Background: an optimization exercise with open tools, aiming at small area. Do not read the settings as production practice.
Function was checked by simulation only, so behaviour that the tests miss may differ from the original.
No activity file was given, so power comes from the tool's default toggle rates.

[flow/design.v]
`timescale 1ns/10ps
package sniff_pkg;
   typedef enum logic [7:0] {
      icmp = 8'd1,
      tcp  = 8'd6,
      udp  = 8'd17,
      sctp = 8'd132
   } ip_proto_t;
   typedef enum logic [2:0] {
      skip_hdr,      
      word2_ver,     
      word3_proto,   
      word4_ip,      
      word5_port,    
      payload        
   } parse_state_t;
   typedef struct packed {
      logic [32-1:0]   src_ip;
      logic [32-1:0]   dst_ip;
      logic [16-1:0] src_port;
      logic [16-1:0] dst_port;
      logic [16-1:0] length;
      logic [16-1:0] seq_hi;
   } tcp_flow_t;
endpackage
`timescale 1ns/10ps
module pkt_fifo (
   input  logic [2:0] d,       
   input  logic [2:0] sel,     
   output logic       y_n      
);
   assign y_n = !((d[0] && sel[0]) || (d[1] && sel[1]) || (d[2] && sel[2]));
endmodule
`timescale 1ns/10ps
module hdr_parser (
   input  logic                     clk,
   input  logic [64-1:0] hd,
   input  logic                     take_proto,
   input  logic                     take_word4,
   input  logic                     ld,
   input  logic                     keep,
   output logic [127:0]             flow_q
);
   logic [15:0]  len_q;
   logic [31:0]  src_ip_q;
   logic [15:0]  dst_hi_q;
   logic [127:0] flow_d;
   always_ff @(posedge clk) begin
      if (take_proto) begin
         len_q <= hd[63:48];
      end
      if (take_word4) begin
         src_ip_q <= hd[47:16];
         dst_hi_q <= hd[15:0];
      end
   end
   assign flow_d = {src_ip_q, dst_hi_q, hd[63:48], hd[47:32], hd[31:16], len_q, hd[15:0]};
   always_ff @(posedge clk) begin
      flow_q <= ({128{ld}} & flow_d) | ({128{keep}} & flow_q);
   end
endmodule
`timescale 1ns/10ps
module proto_stats (
   input  logic clk,
   input  logic reset,
   input  logic cin,      
   output logic q,        
   output logic cout      
);
   always_ff @(posedge clk) begin
      q <= !reset && (q ^ cin);
   end
   assign cout = cin && q;
endmodule
`timescale 1ns/10ps
module pkt_sniffer (
   input  logic                     clk,
   input  logic                     reset,
   input  logic [64-1:0] in_data,
   input  logic [8-1:0] in_ctrl,
   input  logic                     in_wr,
   output logic                     in_rdy,
   output logic [64-1:0] out_data,
   output logic [8-1:0] out_ctrl,
   output logic                     out_wr,
   input  logic                     out_rdy,
   output logic [16-1:0]  pkt_count,
   output logic [16-1:0]  tcp_count,
   output logic [16-1:0]  udp_count,
   output logic [16-1:0]  icmp_count,
   output logic [16-1:0]  sctp_count,
   output logic [32-1:0]   flow_src_ip,
   output logic [32-1:0]   flow_dst_ip,
   output logic [16-1:0] flow_src_port,
   output logic [16-1:0] flow_dst_port,
   output logic [16-1:0] flow_length,
   output logic [16-1:0] flow_seq_hi,
   output logic                     flow_valid
);
   localparam int W = 64 + 8;
   localparam int N = 6;    
   logic [W-1:0] mem [N];
   logic [2:0]   wp, rp;        
   logic         full;        
   logic [N-1:0] wsel, rsel;
   logic [W-1:0] head;
   logic         accept;
   function automatic logic [N-1:0] jdec(input logic [2:0] q);
      jdec[0] = !q[2] && !q[0];
      jdec[1] =  q[0] && !q[1];
      jdec[2] =  q[1] && !q[2];
      jdec[3] =  q[2] &&  q[0];
      jdec[4] =  q[1] && !q[0];
      jdec[5] =  q[2] && !q[1];
   endfunction
   assign wsel   = jdec(wp);
   assign rsel   = jdec(rp);
   assign in_rdy = !full;
   assign accept = ((wp != rp) || full) && out_rdy;
   assign out_wr = accept;
   for (genvar b = 0; b < W; b++) begin : g_rd
      logic lo_n, hi_n;
      pkt_fifo rd_lo (.d({mem[2][b], mem[1][b], mem[0][b]}), .sel(rsel[2:0]), .y_n(lo_n));
      pkt_fifo rd_hi (.d({mem[5][b], mem[4][b], mem[3][b]}), .sel(rsel[5:3]), .y_n(hi_n));
      assign head[b] = !(lo_n && hi_n);
   end
   assign out_data = head[W-1:8];
   assign out_ctrl = head[8-1:0];
   logic [N-1:0] we, keep;
   assign we   = wsel & {N{in_wr}};
   assign keep = ~we;
   always_ff @(posedge clk) begin
      for (int i = 0; i < N; i++) begin
         mem[i] <= ({W{we[i]}} & {in_data, in_ctrl}) | ({W{keep[i]}} & mem[i]);
      end
   end
   always_ff @(posedge clk) begin
      if (reset) begin
         wp   <= '0;
         rp   <= '0;
         full <= 1'b0;
      end else begin
         if (in_wr) begin
            wp <= {wp[1:0], !wp[2]};
         end
         if (accept) begin
            rp <= {rp[1:0], !rp[2]};
         end
         if (accept) begin
            full <= 1'b0;
         end else if (in_wr) begin
            full <= ({wp[1:0], !wp[2]} == rp);
         end
      end
   end
   logic [64-1:0] hd;
   logic                     hc_zero;
   sniff_pkg::parse_state_t  state, state_next;
   logic                     take_start, take_proto, take_word4, take_word5;
   assign hd      = out_data;
   assign hc_zero = (out_ctrl == '0);
   assign take_start = accept && (state == sniff_pkg::skip_hdr) && hc_zero;
   assign take_proto = accept && (state == sniff_pkg::word3_proto);
   assign take_word4 = accept && (state == sniff_pkg::word4_ip);
   assign take_word5 = accept && (state == sniff_pkg::word5_port);
   always_comb begin
      state_next = state;
      if (accept) begin
         case (state)
            sniff_pkg::skip_hdr:    if (hc_zero) state_next = sniff_pkg::word2_ver;
            sniff_pkg::word2_ver:   state_next = (hd[15:12] == 4'd4) ?
                                                 sniff_pkg::word3_proto : sniff_pkg::payload;
            sniff_pkg::word3_proto: state_next = (hd[7:0] == 8'd6) ?
                                                 sniff_pkg::word4_ip : sniff_pkg::payload;
            sniff_pkg::word4_ip:    state_next = sniff_pkg::word5_port;
            sniff_pkg::word5_port:  state_next = sniff_pkg::payload;
            sniff_pkg::payload:     if (!hc_zero) state_next = sniff_pkg::skip_hdr;
            default:                state_next = sniff_pkg::skip_hdr;
         endcase
      end
   end
   always_ff @(posedge clk) begin
      if (reset) begin
         state <= sniff_pkg::skip_hdr;
      end else begin
         state <= state_next;
      end
   end
   logic f_ld, f_keep;
   assign f_ld   = take_word5 && !reset;
   assign f_keep = !take_word5 && !reset;
   always_ff @(posedge clk) begin
      if (reset) begin
         flow_valid <= 1'b0;
      end else begin
         flow_valid <= take_word5;
      end
   end
   hdr_parser flow0 (
      .clk        (clk),
      .hd         (hd),
      .take_proto (take_proto),
      .take_word4 (take_word4),
      .ld         (f_ld),
      .keep       (f_keep),
      .flow_q     ({flow_src_ip, flow_dst_ip, flow_src_port, flow_dst_port, flow_length, flow_seq_hi})
   );
   logic is_tcp, is_udp, is_icmp, is_sctp;
   assign is_tcp  = take_proto && (hd[7:0] == 8'd6);
   assign is_udp  = take_proto && (hd[7:0] == 8'd17);
   assign is_icmp = take_proto && (hd[7:0] == 8'd1);
   assign is_sctp = take_proto && (hd[7:0] == 8'd132);
   logic [4:0][16:0] cnt_c;
   logic [4:0][15:0] cnt_q;
   assign {pkt_count, tcp_count, udp_count, icmp_count, sctp_count} = cnt_q;
   assign cnt_c[4][0] = take_start;
   assign cnt_c[3][0] = is_tcp;
   assign cnt_c[2][0] = is_udp;
   assign cnt_c[1][0] = is_icmp;
   assign cnt_c[0][0] = is_sctp;
   for (genvar k = 0; k < 5; k++) begin : g_cnt
      for (genvar b = 0; b < 16; b++) begin : g_bit
         proto_stats cb (
            .clk   (clk),
            .reset (reset),
            .cin   (cnt_c[k][b]),
            .q     (cnt_q[k][b]),
            .cout  (cnt_c[k][b+1])
         );
      end
   end
endmodule
[flow/flow/run.sh]
#!/bin/bash
# Standard layout with three changes: the smallest buffer on each port, a
# clock tree of clkbuf_8 without dummy loads, and every combinational cell
# of the synthesised netlist taken down to its smallest size before
# placement (repair and timing repair size up again where needed).
set -euo pipefail
ARGS=(
  "BUFFER_PORTS_ARGS=-buffer_cell sky130_fd_sc_hd__buf_1"
  "CTS_ARGS=-sink_clustering_enable -repair_clock_nets -dont_use_dummy_load -buf_list sky130_fd_sc_hd__clkbuf_8 -sink_buffer_max_cap_derate 1.0 -sink_clustering_size 16 -sink_clustering_max_diameter 80"
)
bash standard.sh "${ARGS[@]}" synth floorplan > orfs_synth_floorplan.log 2>&1
R=orfs/results/sky130hd/pkt_sniffer/base
IN_ODB=$R/2_floorplan.odb OUT_ODB=$R/2_floorplan.odb openroad -no_init -exit flow/downsize.tcl > downsize.log 2>&1
bash standard.sh "${ARGS[@]}" finish > orfs_finish.log 2>&1
[flow/flow/downsize.tcl]
# Downsize every combinational cell to the smallest variant of its function
read_db $::env(IN_ODB)
read_liberty /OpenROAD-flow-scripts/flow/platforms/sky130hd/lib/sky130_fd_sc_hd__tt_025C_1v80.lib
set db [ord::get_db]
set libs [$db getLibs]
# smallest master per base name
array set best {}
foreach lib $libs {
  foreach m [$lib getMasters] {
    set n [$m getName]
    if {[regexp {^(sky130_fd_sc_hd__[a-z0-9]+)_([0-9]+)$} $n -> base sz]} {
      set a [expr {[$m getWidth] * [$m getHeight]}]
      if {![info exists best($base)] || $a < [lindex $best($base) 1]} {
        set best($base) [list $n $a]
      }
    }
  }
}
set cnt 0

set block [[$db getChip] getBlock]
foreach inst [$block getInsts] {
  set m [$inst getMaster]
  set n [$m getName]
  if {![regexp {^(sky130_fd_sc_hd__([a-z0-9]+))_([0-9]+)$} $n -> base kind sz]} continue
  if {[regexp {^(df|edf|sdf|dl|sedf|tap|fill|decap|conb|diode|clkdly|dlygate|dlymetal|lpflow|probe)} $kind]} continue
  if {![info exists best($base)]} continue
  set bn [lindex $best($base) 0]
  if {$bn eq $n} continue
  set bm [$db findMaster $bn]
  if {[$bm getWidth] * [$bm getHeight] >= [$m getWidth] * [$m getHeight]} continue
  if {[catch {$inst swapMaster $bm} err]} { puts "fail $n -> $bn: $err"; continue }
  incr cnt
}
puts "downsized $cnt instances"
write_db $::env(OUT_ODB)
[flow/standard.sh]
#!/bin/bash
# synth_recipe.tcl (not shown) runs the flow's synth.tcl, then flattens the netlist and writes it again
# the make line also repeats each setting of config.mk as NAME=value (left out here)
make -C /OpenROAD-flow-scripts/flow DESIGN_CONFIG=/design/flow/config.mk WORK_HOME=/design/flow/orfs CLKGATE_MAP_FILE= SYNTH_SCRIPT=/design/flow/synth_recipe.tcl "${@:-finish}"
[flow/config.mk]
export PLATFORM = sky130hd
export DESIGN_NAME = pkt_sniffer
export DESIGN_NICKNAME = pkt_sniffer
export VERILOG_FILES = /design/flow/design.v
export SDC_FILE = /design/flow/constraint.sdc
export NUM_CORES = 4
export LEC_CHECK = 0
export CAP_MARGIN = 20
export CORE_MARGIN = 2
export CORE_UTILIZATION = 45
export SLEW_MARGIN = 20
export SYNTH_HIERARCHICAL = 1
[flow/constraint.sdc]
create_clock -name core_clock -period 6.0 [get_ports {clk}]
set_input_delay 1.2000 -clock core_clock [delete_from_list [all_inputs] [get_ports {clk}]]
set_output_delay 1.2000 -clock core_clock [all_outputs]
set_load 0.01 [all_outputs]
==> run summary, run 1 <==
Number of cells on the worst hold path: 1
FMAX: 175 MHz
GRT overflow: 0
DP HPWL: 35.9 mm
DRT antenna net count: 0
Vias in the first global route: 13800
Relative slew slack: 32.1%
Detailed Routing Iterations Pass 1: 13
Slew @ Worst Pin: 1.02 ns
Tcrit/Tclk final: 95.0%
IO buf count: 358
Max-Cap Viols: 0
Placer Congestion: 0.747
FF+latch count, synth: 715
CTS tree: done
Root Buffer: clkbuf_8
Die Y: 240 um
IO Count: 359
Area Growth Syn to Fin: 10.0%
Cells after Synth: 1346
YS warnings: 10
Fin. Hold Viols: 0
First-pass GRT wire length: 84.2 mm
Starting Density: 45.5%
Crit end category: flip-flop
RSZ-0062 raised after global routing: no
1st-iter DRT viols: 1485
Main synth FF type: edfxtp_1
Num rows: 86
Clock buffer depth: 3
Final setup fails: 0
Syn_nets: 1502
Fin worst setup slack: 0.299 ns
R2R Setup Slk: 0.30 ns
CTS buffer count: 51
Type of origin of the critical path: flip-flop
TNS Setup: 0 ns
Clock Latency Late Sink: 0.68 ns
Hold_buf cts: 0
R2R cell count: 23
CTS clk-pin slew, worst paths: 0.10 ns
EDFF count, synth: 496
Critical Path Fanout Max: 22
PostCTS Resize Cnt: 0
Mean Syn Cell Area: 18.6 um2
Fin nets: 1915
Tmin final: 5.70 ns
Tightest Hold Check Type: flip-flop to flip-flop
Worst Path Arrival: 6.20 ns
Die W: 240 um
Hold Path Origin: flow0.len_q[12]$_DFFE_PP_
Antenna violations before repair: 15
Clock sinks: 715
Full die area: 57600 um2
PwrDens: 297 nW/um2
Clk_skew: 0.0523 ns
Post-CTS setup buffers: 0
Share of layout cells above drive strength 1: 6.15%
Routed wire length per instance: 22.7 um
Mapped cell area: 25100 um2
P_leak: 9.58 nW
Setup CP Type: flip-flop to flip-flop
Core ar.: 55100 um2
Largest net degree at the start of global routing: 92
Final Max Slew Viols: 0
Sequential share of the synthesized area: 76.9%
Vias: 14000
Cell variety after synth: 41
DRC: 0
Peak VDD IR: 169 uV
Status: no timing/DRC/antenna violations
WL final: 56.9 mm
CTS H-tree lvls: 2
All-layer global routing usage: 19.3%
Placement Setup Slack: 0.321 ns
Critical Path RT: 6.50 ns
Reg2reg end: g_cnt[4].g_bit[15].cb.q$_DFF_P_
Hold path endpoint: flow0.flow_q[28]$_DFF_P_
Async SR Flop Fraction: 0%
Worst r2r src: rp[2]$_SDFFE_PP0N_
Avg Vias per Cell: 5.58
-- Yosys stat by module, one instance, submodules excluded --
module	flops+latches	copies in the design	cell area [um2]
hdr_parser	192	1	5850
pkt_fifo	0	144	10.0
pkt_sniffer	443	1	14100
proto_stats	1	80	46.3
-- Yosys cell counts (4+ instances only) --
cell type,count,area [um2]
nand2b_1,4,25.0
a21oi_1,10,50.1
nand4_1,7,43.8
dfxtp_1,219,4380
nor2b_1,4,25.0
inv_1,6,22.5
buf_2,12,60.1
nor2_1,12,45.0
a22o_1,128,1120
edfxtp_1,496,14900
nand2_1,81,304
nor2b_4,80,1100
buf_4,4,30.0
nor3_1,4,20.0
buf_6,17,191
a222oi_1,144,1440
ha_1,80,1000
-- logic make-up after synthesis --
kind of cell,count (synthesis),synth area share (%)
flops,715,76.9
fa+ha+maj,80,3.99
xor+xnor,6,0.240
compound gates,291,10.8
mux,1,0.0399
buf+inv,44,1.29
simple gates,209,6.70
-- routing by layer --
| metal | up-vias | global-route usage (%) | part of all wire (%) | routed length (um) |
|---|---|---|---|---|
| met5 | - | 0 | 0.25 | 140 |
| met4 | 22 | 4.16 | 1.7 | 971 |
| met3 | 86 | 5.25 | 8.6 | 4920 |
| met2 | 535 | 30.8 | 46 | 26200 |
| met1 | 7011 | 26.6 | 43 | 24700 |
| li1 | 6330 | - | - | - |
-- power by group --
group	switching, mW	total, mW	internal [mW]	leakage, nW
logic	0.451	0.622	0.171	2.92
registers	0.0238	5.39	5.37	6.29
clock network	1.43	2.19	0.762	0.367
-- cell usage in the layout (no fill, tap or decap), drive strengths merged --
master  instances
buf           397
nor4b           3
nor3b           1
xor2            4
nand2          81
diode           3
and2            3
clkbuf         51
inv             7
o32ai           1
nor2b          84
nand2b          4
nor2           12
a21oi          10
mux2i           1
o21ai           2
nand3           3
ha             80
a222oi        144
edfxtp        496
dfxtp         219
o21a            1
nand4           7
xnor2           2
o41ai           2
and2b           1
and3            3
nor3            4
a311oi          1
nor4            1
a22o          128
a21o            1
or3             1
a22oi           1
or4             1
-- worst max-delay path by stage --
stage,end,start,depth (start not counted)
finish,g_cnt[4].g_bit[15].cb.q$_DFF_P_,rp[2]$_SDFFE_PP0N_,23
global route,g_cnt[4].g_bit[15].cb.q$_DFF_P_,rp[2]$_SDFFE_PP0N_,23
CTS,g_cnt[4].g_bit[15].cb.q$_DFF_P_,rp[2]$_SDFFE_PP0N_,23
detailed placement,g_cnt[4].g_bit[15].cb.q$_DFF_P_,rp[2]$_SDFFE_PP0N_,23
global placement,g_cnt[4].g_bit[15].cb.q$_DFF_P_,rp[2]$_SDFFE_PP0N_,23
floorplan,g_cnt[3].g_bit[15].cb.q$_DFF_P_,rp[1]$_SDFFE_PP0N_,24
-- worst max-delay path: stages (launching register included) --
cell and delay (ns):
dfxtp_1 0.45, nor2_4 0.65, buf_4 0.34, a222oi_1 0.15
nand4_1 0.18, or4_1 0.28, nor4_1 0.10, ha_1 0.22
ha_1 0.20, ha_1 0.20, ha_1 0.20, ha_1 0.20
ha_1 0.20, ha_1 0.19, ha_1 0.19, ha_1 0.19
ha_1 0.20, ha_1 0.21, ha_1 0.21, ha_1 0.20
ha_1 0.19, ha_1 0.19, ha_1 0.28, nor2b_1 0.13
-- metrics by stage --
| step | area, um2 | std cells | util (%) | hold WS [ns] | power (mW) |
|---|---|---|---|---|---|
| 6_report | 27600 | 2508 | 50.0 | 0.468 | 8.20 |
| 5_1_grt | 27600 | 2507 | 50.0 | 0.478 | 8.52 |
| 4_1_cts | 27600 | 2505 | 50.0 | 0.467 | 8.31 |
| 3_5_place_dp | 26900 | 2454 | 48.8 | 0.451 | 6.13 |
| 3_3_place_gp | 26900 | 2454 | 48.8 | 0.449 | 6.12 |
| 2_1_floorplan | 25100 | 1346 | - | 0.442 | 5.82 |
-- layout make-up --
cell class,instances,area [um2]
sequential,715,19300
multi-input combinational,587,4920
inverter,7,26.3
tap,748,936
fill,4730,27500
antenna,3,7.51
timing repair buffer,397,1700
clock buffer,51,702
==> run 2, diff against run 1 <==
--- a/flow/design.v
+++ b/flow/design.v
@@ -33,43 +33,57 @@
 endmodule
 `timescale 1ns/10ps
-module hdr_parser (
-   input  logic                     clk,
-   input  logic [64-1:0] hd,
-   input  logic                     take_proto,
-   input  logic                     take_word4,
-   input  logic                     ld,
-   input  logic                     keep,
-   output logic [127:0]             flow_q
-);
-   logic [15:0]  len_q;
-   logic [31:0]  src_ip_q;
-   logic [15:0]  dst_hi_q;
-   logic [127:0] flow_d;
-   always_ff @(posedge clk) begin
-      if (take_proto) begin
-         len_q <= hd[63:48];
-      end
-      if (take_word4) begin
-         src_ip_q <= hd[47:16];
-         dst_hi_q <= hd[15:0];
-      end
-   end
-   assign flow_d = {src_ip_q, dst_hi_q, hd[63:48], hd[47:32], hd[31:16], len_q, hd[15:0]};
-   always_ff @(posedge clk) begin
-      flow_q <= ({128{ld}} & flow_d) | ({128{keep}} & flow_q);
-   end
-endmodule
-`timescale 1ns/10ps
-module proto_stats (
+module hdr_parser #(
+   parameter int W = 1
+) (
+   input  logic         clk,
+   input  logic         ld,
+   input  logic         keep,
+   input  logic [W-1:0] d,
+   output logic [W-1:0] q
+);
+   always_ff @(posedge clk) begin
+      q <= ({W{ld}} & d) | ({W{keep}} & q);
+   end
+endmodule
+`timescale 1ns/10ps
+module proto_stats #(
+   parameter bit ODD = 1'b0
+) (
    input  logic clk,
    input  logic reset,
+   input  logic run,      
    input  logic cin,      
    output logic q,        
    output logic cout      
 );
-   always_ff @(posedge clk) begin
-      q <= !reset && (q ^ cin);
-   end
-   assign cout = cin && q;
+   logic d;
+   always_ff @(posedge clk) begin
+      q <= d;
+   end
+   if (!ODD) begin : g_even
+      logic c_n;
+      sniff_nand2 u_c (.a(cin), .b(q), .y(c_n));
+      sniff_o211a u_d (.a1(q), .a2(cin), .b(c_n), .c(run), .y(d));
+      assign cout = c_n;
+   end else begin : g_odd
+      logic c, t;
+      sniff_andn u_c (.a(q), .b(cin), .y(c));
+      sniff_andn u_t (.a(cin), .b(q), .y(t));
+      sniff_nor3 u_d (.a(reset), .b(c), .c(t), .y(d));
+      assign cout = c;
+   end
+endmodule
+module sniff_nand2 (input logic a, input logic b, output logic y);
+   assign y = !(a && b);
+endmodule
+module sniff_o211a (input logic a1, input logic a2, input logic b, input logic c,
+                    output logic y);
+   assign y = (a1 || a2) && b && c;
+endmodule
+module sniff_andn (input logic a, input logic b, output logic y);
+   assign y = a && !b;
+endmodule
+module sniff_nor3 (input logic a, input logic b, input logic c, output logic y);
+   assign y = !(a || b || c);
 endmodule
 `timescale 1ns/10ps
@@ -130,8 +144,12 @@
    assign we   = wsel & {N{in_wr}};
    assign keep = ~we;
-   always_ff @(posedge clk) begin
-      for (int i = 0; i < N; i++) begin
-         mem[i] <= ({W{we[i]}} & {in_data, in_ctrl}) | ({W{keep[i]}} & mem[i]);
-      end
+   for (genvar i = 0; i < N; i++) begin : g_mem
+      hdr_parser #(.W(W)) entry (
+         .clk  (clk),
+         .ld   (we[i]),
+         .keep (keep[i]),
+         .d    ({in_data, in_ctrl}),
+         .q    (mem[i])
+      );
    end
    always_ff @(posedge clk) begin
@@ -197,12 +215,21 @@
       end
    end
-   hdr_parser flow0 (
-      .clk        (clk),
-      .hd         (hd),
-      .take_proto (take_proto),
-      .take_word4 (take_word4),
-      .ld         (f_ld),
-      .keep       (f_keep),
-      .flow_q     ({flow_src_ip, flow_dst_ip, flow_src_port, flow_dst_port, flow_length, flow_seq_hi})
+   logic [15:0]  len_q;
+   logic [31:0]  src_ip_q;
+   logic [15:0]  dst_hi_q;
+   hdr_parser #(.W(16)) len0 (
+      .clk (clk), .ld (take_proto), .keep (!take_proto),
+      .d   (hd[63:48]), .q (len_q)
+   );
+   hdr_parser #(.W(48)) word4 (
+      .clk (clk), .ld (take_word4), .keep (!take_word4),
+      .d   (hd[47:0]), .q ({src_ip_q, dst_hi_q})
+   );
+   hdr_parser #(.W(128)) flow0 (
+      .clk  (clk),
+      .ld   (f_ld),
+      .keep (f_keep),
+      .d    ({src_ip_q, dst_hi_q, hd[63:48], hd[47:32], hd[31:16], len_q, hd[15:0]}),
+      .q    ({flow_src_ip, flow_dst_ip, flow_src_port, flow_dst_port, flow_length, flow_seq_hi})
    );
    logic is_tcp, is_udp, is_icmp, is_sctp;
@@ -221,7 +248,8 @@
    for (genvar k = 0; k < 5; k++) begin : g_cnt
       for (genvar b = 0; b < 16; b++) begin : g_bit
-         proto_stats cb (
+         proto_stats #(.ODD(b % 2)) cb (
             .clk   (clk),
             .reset (reset),
+            .run   (!reset),
             .cin   (cnt_c[k][b]),
             .q     (cnt_q[k][b]),
==> run 2 against run 1 <==
  * Global-route usage increased by 5.4 points
  * Critical endpoint unchanged
  * Clock power increased by 3%
  * Sequential power increased by 6.3%
  * Highest routed layer unchanged
==> run summary, run 2 <==
Status: no timing/DRC/antenna violations
Die W: 243 um (+1.2%)
Type of origin of the critical path: flip-flop
Hold path endpoint: flow0.q[103]$_DFF_P_
Comb power frac: 14.6% (+7.0 points)
R2R Setup Slk: 0.55 ns (+0.25 ns)
Area Growth Syn to Fin: 4.18%
Cell variety after synth: 41 (unchanged)
Tightest Hold Check Type: flip-flop to flip-flop
Worst r2r src: rp[1]$_SDFFE_PP0N_
Crit end category: flip-flop
IO buf count: 358 (unchanged)
Placer Congestion: 0.834 (+12%)
Count leader, synth: dfxtp_1
Syn_nets: 2081 (+39%)
Routed wire length per instance: 25.0 um (+10%)
Final Max Slew Viols: 0 (unchanged)
Sequential share of the synthesized area: 55.7% (-21 points)
Starting Density: 45.5% (+0.057 points)
NetSw: 2.61 mW (+38%)
Max-Cap Viols: 0 (unchanged)
PostCTS Resize Cnt: 0 (unchanged)
Top flop regs: g_mem.entry.q (432), flow0.q (128), g_cnt.g_bit.cb.q (80)
Tcrit/Tclk final: 90.9% (-4.2 points)
Num rows: 87 (+1.2%)
Fin. Hold Viols: 0 (unchanged)
Register share of total power: 61.3% (-4.4 points)
Antenna violations before repair: 21 (+6)
Die Y: 243 um (+1.2%)
WL final: 76.7 mm (+35%)
Biggest register: g_mem.entry.q
Reg2reg end: g_cnt[4].g_bit[15].cb.q$_DFF_P_
RSZ-0062 raised after global routing: no
CTS tree: done
Most frequent cells in the layout: dfxtp_1, a22o_1, buf_1, a222oi_1, nand2_1
Post-synth top area cell: dfxtp_1
CTS H-tree lvls: 2 (unchanged)
Detailed Routing Iterations Pass 1: 10 (-3)
FF+latch count, synth: 715 (unchanged)
Switch share: 28.0% (+4.8 points)
TNS Setup: 0 ns (unchanged)
Clock Latency Late Sink: 0.69 ns (about the same)
Mean Syn Cell Area: 12.8 um2 (-31%)
Vias: 19100 (+36%)
Clock buffer depth: 3 (unchanged)
Synth top area cells: dfxtp_1, a22o_1, a222oi_1
Critical Path RT: 6.62 ns (+0.12 ns)
FMAX: 183 MHz (+4.6%)
Share of layout cells above drive strength 1: 4.91% (-1.2 points)
Post-synth top cells: dfxtp_1, a22o_1, a222oi_1
DRT antenna net count: 0 (unchanged)
Clock sinks: 715 (unchanged)
Clk_skew: 0.0660 ns (+0.0137 ns)
PwrDens: 349 nW/um2 (+17%)
P_leak: 10.8 nW (+13%)
YS warnings: 14 (+4)
Clock power share: 24.0% (-2.7 points)
Worst Path Arrival: 6.07 ns (-0.13 ns)
EDFF count, synth: 0 (-100%)
R2R cell count: 23 (unchanged)
Setup CP Type: flip-flop to flip-flop
Vias in the first global route: 18800 (+35%)
Async SR Flop Fraction: 0% (unchanged)
Slew @ Worst Pin: 1.10 ns (+0.0791 ns)
Commonest non-fill, non-tap cell in the layout: dfxtp_1
Core ar.: 56400 um2 (+2.3%)
IO Count: 359 (unchanged)
1st-iter DRT viols: 2040 (+37%)
Mapped cell area: 25700 um2 (+2.5%)
Main synth FF type: dfxtp_1
Final setup fails: 0 (unchanged)
PnR Total Power: 9.35 mW (+14%)
Full die area: 59000 um2 (+2.4%)
First-pass GRT wire length: 116 mm (+37%)
Hold_buf cts: 0 (unchanged)
CTS clk-pin slew, worst paths: 0.10 ns (about the same)
Fin nets: 2378 (+24%)
Cells after Synth: 2005 (+49%)
Avg Vias per Cell: 6.22 (+12%)
Relative slew slack: 27.0% (-5.1 points)
CTS buffer count: 51 (unchanged)
All-layer global routing usage: 24.7% (+5.4 points)
Post-CTS setup buffers: 0 (unchanged)
Pint: 6.73 mW (+6.9%)
DP HPWL: 45.7 mm (+27%)
Peak VDD IR: 162 uV (-4.2%)
Tmin final: 5.45 ns (-0.249 ns)
Max reg flops: 432
Largest net degree at the start of global routing: 126 (+37%)
Top-area cell type share of the netlist area: 55.7% (-3.7 points)
Number of cells on the worst hold path: 1 (unchanged)
Critical Path Fanout Max: 34 (+55%)
GRT overflow: 0 (unchanged)
Root Buffer: clkbuf_8
Hold Path Origin: word4.q[23]$_DFF_P_
DRC: 0 (unchanged)
==> run 2: changes by cell type in the layout (fill, tap and decap cells not counted), sizes merged, moves of 10 or more <==
cell,before,now
o211a,0,40
nor3,4,43
diode,3,13
dfxtp,219,715
edfxtp,496,0
nand2,81,122
a22o,128,624
ha,80,0
==> run 2: worst max path at each step <==
stage / start / end / slack, ns / cells after the start
3_3_place_gp: rp[2]$_SDFFE_PP0N_ / g_cnt[0].g_bit[15].cb.q$_DFF_P_ / 0.69 / 23
5_1_grt: rp[1]$_SDFFE_PP0N_ / g_cnt[4].g_bit[15].cb.q$_DFF_P_ / 0.009 / 23
2_1_floorplan: rp[1]$_SDFFE_PP0N_ / g_cnt[3].g_bit[15].cb.q$_DFF_P_ / 0.65 / 24
4_1_cts: rp[2]$_SDFFE_PP0N_ / g_cnt[0].g_bit[15].cb.q$_DFF_P_ / 0.41 / 23
3_5_place_dp: rp[2]$_SDFFE_PP0N_ / g_cnt[0].g_bit[15].cb.q$_DFF_P_ / 0.41 / 23
6_report: rp[1]$_SDFFE_PP0N_ / g_cnt[4].g_bit[15].cb.q$_DFF_P_ / 0.55 / 23
==> run 2: worst max-delay path, cell delays in order (launching register included) <==
cell	delay, ns
dfxtp_1	0.60
nor2b_4	0.21
buf_4	0.35
a222oi_1	0.42
nand4_1	0.24
nor4_1	0.55
and3_1	0.34
nand2_1	0.11
nor2b_1	0.20
nand2_1	0.11
nor2b_1	0.21
nand2_1	0.12
nor2b_1	0.22
nand2_1	0.12
nor2b_1	0.20
nand2_1	0.11
nor2b_1	0.20
nand2_1	0.12
nor2b_1	0.22
nand2_1	0.12
nor2b_1	0.21
nand2_1	0.12
nor2b_1	0.14
nor3_1	0.13
==> run 2: cell type report <==
cell class | instances | area (um2)
Timing Repair Buffer | 392 | 1630
Multi-Input combinational cell | 1128 | 9070
Antenna cell | 13 | 32.5
Inverter | 14 | 60.1
Tap cell | 756 | 946
Clock buffer | 51 | 702
Sequential cell | 715 | 14300
Fill cell | 5284 | 29600
==> run 2: power by group through the flow <==
stage	Clock [mW]	Combinational, mW	Sequential, mW
2_1_floorplan	0	0.943	5.72
3_3_place_gp	0	1.32	5.81
3_5_place_dp	0	1.35	5.82
4_1_cts	2.33	1.36	5.72
5_1_grt	2.47	1.47	5.80
6_report	2.25	1.37	5.73
==> run 2: logic make-up (layout without fill, tap and decap cells) <==
logic type      count (synthesis)  in the layout  synth area share, %
other cells                     0             13                    0
mux                             1              1               0.0390
xor+xnor                        6              6                0.205
buf+inv                       163            457                 6.15
simple gates                  290            291                 8.74
flops                         715            715                 55.7
compound gates                830            830                 29.1
==> run 2: layer usage <==
layer	track usage [%]	share of wire [%]	vias up
met2	39.7	46	759
li1	-	-	8567
met3	5.00	7.2	109
met5	0	0.13	-
met4	8.05	2.6	14
met1	33.4	44	9635
==> run 2: stage by stage <==
step                      setup WS, ns  instance area (um2)  util [%]  cells  hold WS (ns)
after global routing           0.00894                26700      47.4   3066         0.467
after floorplan                  0.651                25700         -   2005         0.439
after detailed placement         0.414                26000      46.1   3004         0.451
after global placement           0.694                26000      46.1   3003         0.449
final                            0.548                26800      47.5   3069         0.450
after CTS                        0.407                26700      47.4   3055         0.459
==> run 2: Yosys stat by module, one instance, submodules excluded, excerpt <==
module       area [um2]  flip-flops and latches
pkt_fifo           10.0                       0
pkt_sniffer        1170                      11
sniff_nand2        3.75                       0
sniff_nor3         10.0                       0
sniff_andn         13.8                       0
sniff_o211a        10.0                       0
==> run 3, diff against run 2 <==
--- a/flow/design.v
+++ b/flow/design.v
@@ -174,25 +174,34 @@
    logic [64-1:0] hd;
    logic                     hc_zero;
-   sniff_pkg::parse_state_t  state, state_next;
-   logic                     take_start, take_proto, take_word4, take_word5;
+   localparam logic [2:0] SKIP_HDR   = 3'd0;
+   localparam logic [2:0] WORD2      = 3'd1;
+   localparam logic [2:0] WORD3      = 3'd2;
+   localparam logic [2:0] WORD4      = 3'd3;
+   localparam logic [2:0] WORD5      = 3'd4;
+   localparam logic [2:0] PAYLOAD    = 3'd5;
+   localparam logic [2:0] PAYLOAD_FV = 3'd6;
+   logic [2:0] state, state_next;
+   logic       take_start, take_proto, take_word4, take_word5;
    assign hd      = out_data;
    assign hc_zero = (out_ctrl == '0);
-   assign take_start = accept && (state == sniff_pkg::skip_hdr) && hc_zero;
-   assign take_proto = accept && (state == sniff_pkg::word3_proto);
-   assign take_word4 = accept && (state == sniff_pkg::word4_ip);
-   assign take_word5 = accept && (state == sniff_pkg::word5_port);
+   assign take_start = accept && (state == SKIP_HDR) && hc_zero;
+   assign take_proto = accept && (state == WORD3);
+   assign take_word4 = accept && (state == WORD4);
+   assign take_word5 = accept && (state == WORD5);
    always_comb begin
       state_next = state;
+      if (state == PAYLOAD_FV) begin
+         state_next = PAYLOAD;
+      end
       if (accept) begin
          case (state)
-            sniff_pkg::skip_hdr:    if (hc_zero) state_next = sniff_pkg::word2_ver;
-            sniff_pkg::word2_ver:   state_next = (hd[15:12] == 4'd4) ?
-                                                 sniff_pkg::word3_proto : sniff_pkg::payload;
-            sniff_pkg::word3_proto: state_next = (hd[7:0] == 8'd6) ?
-                                                 sniff_pkg::word4_ip : sniff_pkg::payload;
-            sniff_pkg::word4_ip:    state_next = sniff_pkg::word5_port;
-            sniff_pkg::word5_port:  state_next = sniff_pkg::payload;
-            sniff_pkg::payload:     if (!hc_zero) state_next = sniff_pkg::skip_hdr;
-            default:                state_next = sniff_pkg::skip_hdr;
+            SKIP_HDR:   if (hc_zero) state_next = WORD2;
+            WORD2:      state_next = (hd[15:12] == 4'd4) ? WORD3 : PAYLOAD;
+            WORD3:      state_next = (hd[7:0] == 8'd6) ? WORD4 : PAYLOAD;
+            WORD4:      state_next = WORD5;
+            WORD5:      state_next = PAYLOAD_FV;
+            PAYLOAD, PAYLOAD_FV:
+                        if (!hc_zero) state_next = SKIP_HDR;
+            default:    state_next = SKIP_HDR;
          endcase
       end
@@ -200,19 +209,13 @@
    always_ff @(posedge clk) begin
       if (reset) begin
-         state <= sniff_pkg::skip_hdr;
+         state <= SKIP_HDR;
       end else begin
          state <= state_next;
       end
    end
+   assign flow_valid = (state == PAYLOAD_FV);
    logic f_ld, f_keep;
    assign f_ld   = take_word5 && !reset;
    assign f_keep = !take_word5 && !reset;
-   always_ff @(posedge clk) begin
-      if (reset) begin
-         flow_valid <= 1'b0;
-      end else begin
-         flow_valid <= take_word5;
-      end
-   end
    logic [15:0]  len_q;
    logic [31:0]  src_ip_q;
==> run 3 against run 2 <==
  * Still clean on timing, DRC and antenna
  * Via count rose by 0.52%
  * Critical path depth did not move
  * Worst setup slack got worse by 0.0088 ns
  * Fmax fell by 0.16%
  * Critical path type unchanged
  * Largest cell class unchanged
==> run summary, run 3 <==
Hold path endpoint: flow0.q[45]$_DFF_P_
Critical Path Fanout Max: 72 (+110%)
Critical Path RT: 6.58 ns (-0.04 ns)
First-pass GRT wire length: 115 mm (-0.85%)
Commonest non-fill, non-tap cell in the layout: dfxtp_1
Hold Path Origin: flow0.q[45]$_DFF_P_
Die Y: 243 um (about the same)
Post-synth top cells: dfxtp_1, a22o_1, a222oi_1
Share of layout cells above drive strength 1: 4.50% (-0.42 points)
Syn_nets: 2079 (-0.096%)
Count leader, synth: dfxtp_1
WL final: 76.6 mm (-0.24%)
Cells after Synth: 2003 (-0.10%)
Crit end category: flip-flop
CTS buffer count: 50 (-2.0%)
Detailed Routing Iterations Pass 1: 10 (unchanged)
Max reg flops: 432 (unchanged)
Most frequent cells in the layout: dfxtp_1, a22o_1, buf_1, a222oi_1, nand2_1
Filler Cell Count: 5218 (-1.2%)
Placement Setup Slack: 0.607 ns (+0.193 ns)
Slew @ Worst Pin: 1.13 ns (+0.0340 ns)
Peak VDD IR: 154 uV (-4.6%)
Placer Congestion: 0.814 (-2.4%)
All-layer global routing usage: 24.7% (-0.042 points)
IO buf count: 358 (unchanged)
FF+latch count, synth: 714 (-0.14%)
Mean Syn Cell Area: 12.8 um2 (about the same)
Biggest register: g_mem.entry.q
Avg Vias per Cell: 6.27 (+0.88%)
Main synth FF type: dfxtp_1
DP HPWL: 45.0 mm (-1.6%)
Fin nets: 2369 (-0.38%)
Mapped cell area: 25600 um2 (-0.14%)
Fin worst setup slack: 0.539 ns (-0.00882 ns)
Largest net degree at the start of global routing: 119 (-5.6%)
R2R Setup Slk: 0.54 ns (about the same)
CTS tree: done
Simple-gate share of the synthesized area: 8.91% (+0.17 points)
Clock Latency Late Sink: 0.68 ns (about the same)
IO Count: 359 (unchanged)
Die W: 243 um (about the same)
Full die area: 58900 um2 (-0.13%)
Worst Path Arrival: 6.04 ns (-0.03 ns)
Fin area: 26600 um2 (-0.50%)
Tcrit/Tclk final: 91.0% (+0.15 points)
Hold_buf cts: 0 (unchanged)
Tmin final: 5.46 ns (+0.00882 ns)
Number of cells on the worst hold path: 1 (unchanged)
Fin. Hold Viols: 0 (unchanged)
EDFF count, synth: 0 (unchanged)
Vias in the first global route: 18400 (-1.8%)
Compound-gate portion of the synthesized area: 29.1% (-0.077 points)
Antenna violations before repair: 15 (-29%)
CTS H-tree lvls: 2 (unchanged)
Placed cell area: 25900 um2 (-0.40%)
Root Buffer: clkbuf_8
PwrDens: 349 nW/um2 (about the same)
Crit. Startpoint: rp[0]$_SDFFE_PP0N_
Sequential share of the synthesized area: 55.7% (about the same)
Relative slew slack: 24.7% (-2.3 points)
R2R cell count: 23 (unchanged)
Final Max Slew Viols: 0 (unchanged)
Clock buffer depth: 3 (unchanged)
Num rows: 87 (unchanged)
Synth top area cells: dfxtp_1, a22o_1, a222oi_1
Status: no timing/DRC/antenna violations
Clk_skew: 0.0268 ns (-0.0392 ns)
Routed wire length per instance: 25.0 um (+0.12%)
Top-area cell type share of the netlist area: 55.7% (about the same)
Final setup fails: 0 (unchanged)
CTS clk-pin slew, worst paths: 0.10 ns (about the same)
Starting Density: 45.5% (-0.062 points)
YS warnings: 14 (unchanged)
Mux contribution to synthesized area: 0% (-0.039 points)
Cell variety after synth: 44 (+7.3%)
Area Growth Syn to Fin: 3.80%
GRT overflow: 0 (unchanged)
Largest family of logic cells by synthesized area: compound AO/OA/AOI/OAI gates
1st-iter DRT viols: 2469 (+21%)
P_leak: 10.7 nW (-0.76%)
FMAX: 183 MHz (-0.16%)
DRC: 0 (unchanged)
Final core occ: 47.2% (-0.24 points)
Post-Synth XOR/XNOR Area: 0.239% (+0.034 points)
DRT antenna net count: 0 (unchanged)
Worst r2r src: rp[0]$_SDFFE_PP0N_
Setup CP Type: flip-flop to flip-flop
Core ar.: 56400 um2 (unchanged)
Top flop regs: g_mem.entry.q (432), flow0.q (128), g_cnt.g_bit.cb.q (80)
Tightest Hold Check Type: flip-flop to flip-flop
Adder-cell share of the synthesized area: 0% (unchanged)
Type of origin of the critical path: flip-flop
PnR Total Power: 9.30 mW (-0.52%)
Max-Cap Viols: 0 (unchanged)
Post-synth top area cell: dfxtp_1
Vias: 19200 (+0.52%)
Clock sinks: 714 (-0.14%)
Reg2reg end: g_cnt[3].g_bit[15].cb.q$_DFF_P_
Async SR Flop Fraction: 0% (unchanged)
==> run 3: power breakdown <==
part	switching, mW	internal (mW)
combinational	0.761	0.589
clock	1.47	0.748
sequential	0.362	5.37
total	2.59	6.71
==> run 3: how the worst max path moves through the flow <==
stage / to / slack, ns
final: g_cnt[3].g_bit[15].cb.q$_DFF_P_ / 0.54
after global routing: g_cnt[3].g_bit[15].cb.q$_DFF_P_ / -0.0004
after global placement: g_cnt[2].g_bit[15].cb.q$_DFF_P_ / 0.78
after floorplan: g_cnt[3].g_bit[15].cb.q$_DFF_P_ / 0.01
after CTS: g_cnt[3].g_bit[15].cb.q$_DFF_P_ / 0.60
after detailed placement: g_cnt[2].g_bit[15].cb.q$_DFF_P_ / 0.61
==> run 3: timing repair <==
item / CTS / global route
gates resized for setup: 0 / 1
setup endpoints to repair: 0 / 2
buffers inserted: 0 / 0
==> run 3: critical path, cell delays in order (launching register included) <==
cell,delay [ns]
dfxtp_1,0.61
and2_4,0.97
a222oi_1,0.27
nand2_1,0.35
nor4b_1,0.33
nand3b_1,0.15
nor2_1,0.19
nand2_1,0.11
nor2b_1,0.19
nand2_1,0.11
nor2b_1,0.19
nand2_1,0.11
nor2b_1,0.21
nand2_1,0.12
nor2b_1,0.19
nand2_1,0.11
nor2b_1,0.19
nand2_1,0.11
nor2b_1,0.19
nand2_1,0.11
nor2b_1,0.19
nand2_1,0.12
nor2b_1,0.14
nor3_1,0.11
==> run 3: layer usage <==
metal	share of wire, %	vias to the layer above	track usage, %
li1	-	8546	-
met1	44	9585	33.8
met2	44	903	38.5
met3	8.6	139	5.29
met4	2.9	10	8.86
met5	0.091	-	0
==> run 3: kinds of logic after synthesis <==
| group | after synthesis |
|---|---|
| AO/OA/AOI/OAI | 828 |
| XOR/XNOR | 7 |
| buffers and inverters | 160 |
| flip-flops | 714 |
| AND/OR/NAND/NOR | 294 |
==> run 3: area by class of cell <==
cell class | instances | area, um2 | share of cell area (%)
Antenna cell | 11 | 27.5 | 0.103
Inverter | 12 | 52.6 | 0.197
Multi-Input combinational cell | 1129 | 9050 | 34.0
Clock buffer | 50 | 688 | 2.58
Timing Repair Buffer | 386 | 1570 | 5.89
Tap cell | 756 | 946 | 3.55
Sequential cell | 714 | 14300 | 53.7
==> run 3: modules after synthesis, one instance, submodules excluded, a selection <==
module / flops+latches / copies in the design / area [um2]
pkt_sniffer: 10 / 1 / 1140
sniff_andn: 0 / 80 / 13.8
pkt_fifo: 0 / 144 / 10.0
sniff_nor3: 0 / 40 / 10.0
sniff_o211a: 0 / 40 / 10.0
sniff_nand2: 0 / 40 / 3.75
==> run 3: per-stage QoR <==
| step | setup TNS [ns] | hold WS, ns | cells |
|---|---|---|---|
| after CTS | 0 | 0.480 | 3047 |
| after global placement | 0 | 0.450 | 2997 |
| after global routing | -0.000431 | 0.493 | 3053 |
| final | 0 | 0.476 | 3058 |
| after floorplan | 0 | 0.439 | 2003 |
| after detailed placement | 0 | 0.452 | 2997 |

-- re-timing with driven ports --
Ports are ideal in the flow. The routed layouts listed here were re-timed in OpenROAD. Step 1: set_driving_cell puts a clkbuf_16 on clk and a buf_2 on each other input, an assumption about the parent block. Step 2, shift: input delay + t, output delay - t, t = (earliest + latest rising clock arrival at the registers) / 2. This alone moves slack from input paths to output paths. Slacks: ideal / step 1 / step 2; pairs: ideal / step 1.
run | shift t [ns] | setup WS [ns] | hold WS [ns]
run 1 | 0.688 | 0.299 / 0.299 / 0.299 | 0.468 / 0.468 / 0.468
run 2 | 0.716 | 0.548 / 0.548 / 0.548 | 0.450 / 0.450 / 0.450
run 3 | 0.723 | 0.539 / 0.539 / 0.539 | 0.476 / 0.476 / 0.476
After both steps setup and hold are still met in every run listed.
